What follows belongs to an exercise in optimizing a design on an open flow for small area; a production flow would make more cautious choices. Only simulation tests tie the RTL to the original design; equivalence was not proved.

==> flow/design.v (excerpt) <==
module fos_tdm_sched #(
    parameter int NCH = 4,
    parameter int DW  = 32,
    parameter int CW  = 11,
    localparam int CHW = $clog2(NCH)
) (
    input  logic              clk,
    input  logic              reset,
    input  logic [NCH-1:0]    in_valid,
    input  logic [NCH*DW-1:0] in_data,
    output logic [NCH-1:0]    in_ready,
    output logic              out_valid,
    output logic [DW-1:0]     out_data,
    output logic [CHW-1:0]    out_ch,
    input  logic              out_ready,
    input  logic              cfg_we,
    input  logic              cfg_clr,
    input  logic [CHW-1:0]    cfg_ch,
    input  logic [CW-1:0]     cfg_a1,
    input  logic [CW-1:0]     cfg_b1
);
Size in the first run: ~3000 cells after synthesis, roughly 200 I/O pins.
export LEC_CHECK = 0
export ABC_AREA = 1
export CAP_MARGIN = 20
export CORE_MARGIN = 2
export CORE_UTILIZATION = 65
export GPL_TIMING_DRIVEN = 1
export SLEW_MARGIN = 20
create_clock -name core_clock -period 11.0 [get_ports {clk}]
standard.sh (not shown) runs the stock make flow with config.mk's settings and CLKGATE_MAP_FILE= SYNTH_SCRIPT=/design/flow/synth_recipe.tcl, a recipe that flattens the netlist after the stock synthesis.
==> flow/flow/run.sh <==
#!/bin/bash
set -euo pipefail
bash standard.sh RECOVER_POWER=100 "BUFFER_PORTS_ARGS=-buffer_cell sky130_fd_sc_hd__buf_1" finish > standard.log 2>&1
The baseline produced a layout that fails on capacitance limit, slew limit.
Rerun with:
==> flow/run.sh (new file) <==
#!/bin/bash
# synth_recipe.tcl (not shown) runs the flow's synth.tcl, then flattens the netlist and writes it again
# the make line also repeats each setting of config.mk as NAME=value (left out here)
make -C /OpenROAD-flow-scripts/flow DESIGN_CONFIG=/design/flow/config.mk WORK_HOME=/design/flow/orfs CLKGATE_MAP_FILE= SYNTH_SCRIPT=/design/flow/synth_recipe.tcl finish
--- a/flow/config.mk
+++ b/flow/config.mk
@@ -11,3 +11,3 @@
 export CORE_UTILIZATION = 65
-export GPL_TIMING_DRIVEN = 1
+export GPL_TIMING_DRIVEN = 0
 export SLEW_MARGIN = 20
removed: flow/flow/run.sh
removed: flow/standard.sh
Result: With this change the flow ran to the end with violations: setup timing; maximum frequency went down by a few percent; clock skew went up by 0.022 ns; critical path depth went up by 1.
Rerun with:
--- a/flow/config.mk
+++ b/flow/config.mk
@@ -11,3 +11,3 @@
 export CORE_UTILIZATION = 65
-export GPL_TIMING_DRIVEN = 0
+export GPL_TIMING_DRIVEN = 1
 export SLEW_MARGIN = 20
Outcome: The new run went through all stages and came out clean; worst setup slack gains 0.75 ns; sequential share of layout area came out higher by 0.94 points; cell count drops by 1.5%; wire length shrinks by 17%.

========
Setup of main:
fos_tdm_sched, a different RTL version from the one above (not shown whole).
Size: ~2400 cells after synthesis, about 200 I/O pins, about 26000 sq um of cells after synthesis.
==> flow/config.mk <==
export PLATFORM = sky130hd
export DESIGN_NAME = fos_tdm_sched
export DESIGN_NICKNAME = fos_tdm_sched
export VERILOG_FILES = /design/flow/design.v
export SDC_FILE = /design/flow/constraint.sdc
export NUM_CORES = 4
export LEC_CHECK = 0
export ABC_AREA = 1
export CAP_MARGIN = 20
export CORE_MARGIN = 2
export CORE_UTILIZATION = 65
export GPL_TIMING_DRIVEN = 1
export PLACE_DENSITY = 0.75
export SLEW_MARGIN = 20
==> flow/constraint.sdc <==
create_clock -name core_clock -period 11.0 [get_ports {clk}]
set_input_delay 2.2000 -clock core_clock [delete_from_list [all_inputs] [get_ports {clk}]]
set_output_delay 2.2000 -clock core_clock [all_outputs]
set_load 0.01 [all_outputs]
==> flow/flow/run.sh <==
#!/bin/bash
set -euo pipefail
KNOBS=(
  "BUFFER_PORTS_ARGS=-buffer_cell sky130_fd_sc_hd__buf_1"
  "CTS_ARGS=-sink_clustering_enable -repair_clock_nets -dont_use_dummy_load -sink_clustering_size 30 -sink_clustering_max_diameter 180 -buf_list {sky130_fd_sc_hd__clkbuf_8 sky130_fd_sc_hd__clkbuf_16}"
)
bash standard.sh "${KNOBS[@]}" synth > standard_synth.log 2>&1

RES=orfs/results/sky130hd/fos_tdm_sched/base
LIB=$FLOW_HOME/platforms/sky130hd/lib/sky130_fd_sc_hd__tt_025C_1v80.lib
YOSYS=$FLOW_HOME/../tools/install/yosys/bin/yosys
[[ -x $YOSYS ]] || YOSYS=yosys
cp $RES/1_2_yosys.v $RES/1_2_yosys_standard.v
cat > resyn.ys <<EOF
read_liberty -ignore_miss_func $LIB
read_verilog $RES/1_2_yosys_standard.v
hierarchy -top $FLOW_TOP
setattr -mod -set blackbox 1 sky130_fd_sc_hd__fa_1 sky130_fd_sc_hd__ha_1 sky130_fd_sc_hd__edfxtp_1 sky130_fd_sc_hd__dfxtp_1 sky130_fd_sc_hd__conb_1
flatten
delete t:\$scopeinfo
opt_clean
abc -liberty $LIB -dont_use *lpflow* -dont_use *probe* -script +strash;dch;amap;topo
opt_clean
hilomap -singleton -hicell sky130_fd_sc_hd__conb_1 HI -locell sky130_fd_sc_hd__conb_1 LO
setundef -zero
splitnets
opt_clean -purge
stat -liberty $LIB
write_verilog -noattr -nohex -nodec $RES/1_2_yosys.v
EOF
$YOSYS -l resyn.log resyn.ys > /dev/null 2>&1
rm -f $RES/1_synth.odb $RES/1_synth.sdc
bash standard.sh "${KNOBS[@]}" finish > standard.log 2>&1
Input-level comparison between the feature branch and main:
diff --git a/flow/flow/run.sh b/flow/flow/run.sh
--- a/flow/flow/run.sh
+++ b/flow/flow/run.sh
@@ -4,3 +4,3 @@
   "BUFFER_PORTS_ARGS=-buffer_cell sky130_fd_sc_hd__buf_1"
-  "CTS_ARGS=-sink_clustering_enable -repair_clock_nets -dont_use_dummy_load -sink_clustering_size 30 -sink_clustering_max_diameter 180 -buf_list {sky130_fd_sc_hd__clkbuf_8 sky130_fd_sc_hd__clkbuf_16}"
+  "CTS_ARGS=-sink_clustering_enable -repair_clock_nets -dont_use_dummy_load -sink_clustering_size 24 -sink_clustering_max_diameter 150 -buf_list {sky130_fd_sc_hd__clkbuf_8 sky130_fd_sc_hd__clkbuf_16}"
 )
@@ -21,3 +21,3 @@
 opt_clean
-abc -liberty $LIB -dont_use *lpflow* -dont_use *probe* -script +strash;dch;amap;topo
+abc -liberty $LIB -dont_use *lpflow* -dont_use *probe* -D 8000 -script +strash;dch;amap;topo;stime,-c;buffer,-c;upsize,-c;dnsize,-c
 opt_clean
Results
Die area delta (the feature branch − main): unfavourable
Looking at total clock buffers created by CTS, the feature branch sits 3 above main.
Cmp main and the feature branch / sequential share of layout area / higher: main
Area growth from synthesis to final layout: the feature branch vs main down 3.5 points
Against main, post-route minimum period in the feature branch came out worse.
On largest driver fanout on the critical path: the feature branch sits above main.

==> static timing again, ports no longer ideal <==
The results above use ideal ports. As a check the final layouts listed here were re-extracted and re-timed, cells and wires unchanged. Step 1: set_driving_cell puts a clkbuf_16 on clk and a buf_2 on each other input, an assumption about the parent block. Step 2 adds t to the input delays and takes it off the output delays; t is the mean of the earliest and latest rising clock arrival at the registers after step 1. Input paths then give back, and output paths get back, about the clock's delay inside the block. Three values: ideal, step 1, step 2; two values: the first two.
| run | shift t [ns] | setup slack, ns | worst slew at a driven data input, ns |
|---|---|---|---|
| the first run of note 1 | 0.626 | 0.473 / 0.514 / -0.112 | 0.06 |
| the second run of note 1 | 0.653 | -0.304 / -0.269 / -0.922 | 0.07 |
| the third run of note 1 | 0.615 | 0.448 / 0.487 / -0.128 | 0.07 |
| main | 0.587 | 0.690 / 0.726 / 0.139 | 0.07 |
| the feature branch | 0.595 | 0.596 / 0.623 / 0.029 | 0.08 |
For the second run of note 1, which loses most, drivers alone change the setup slack by +0.035 ns; drivers and shift together by -0.618 ns.
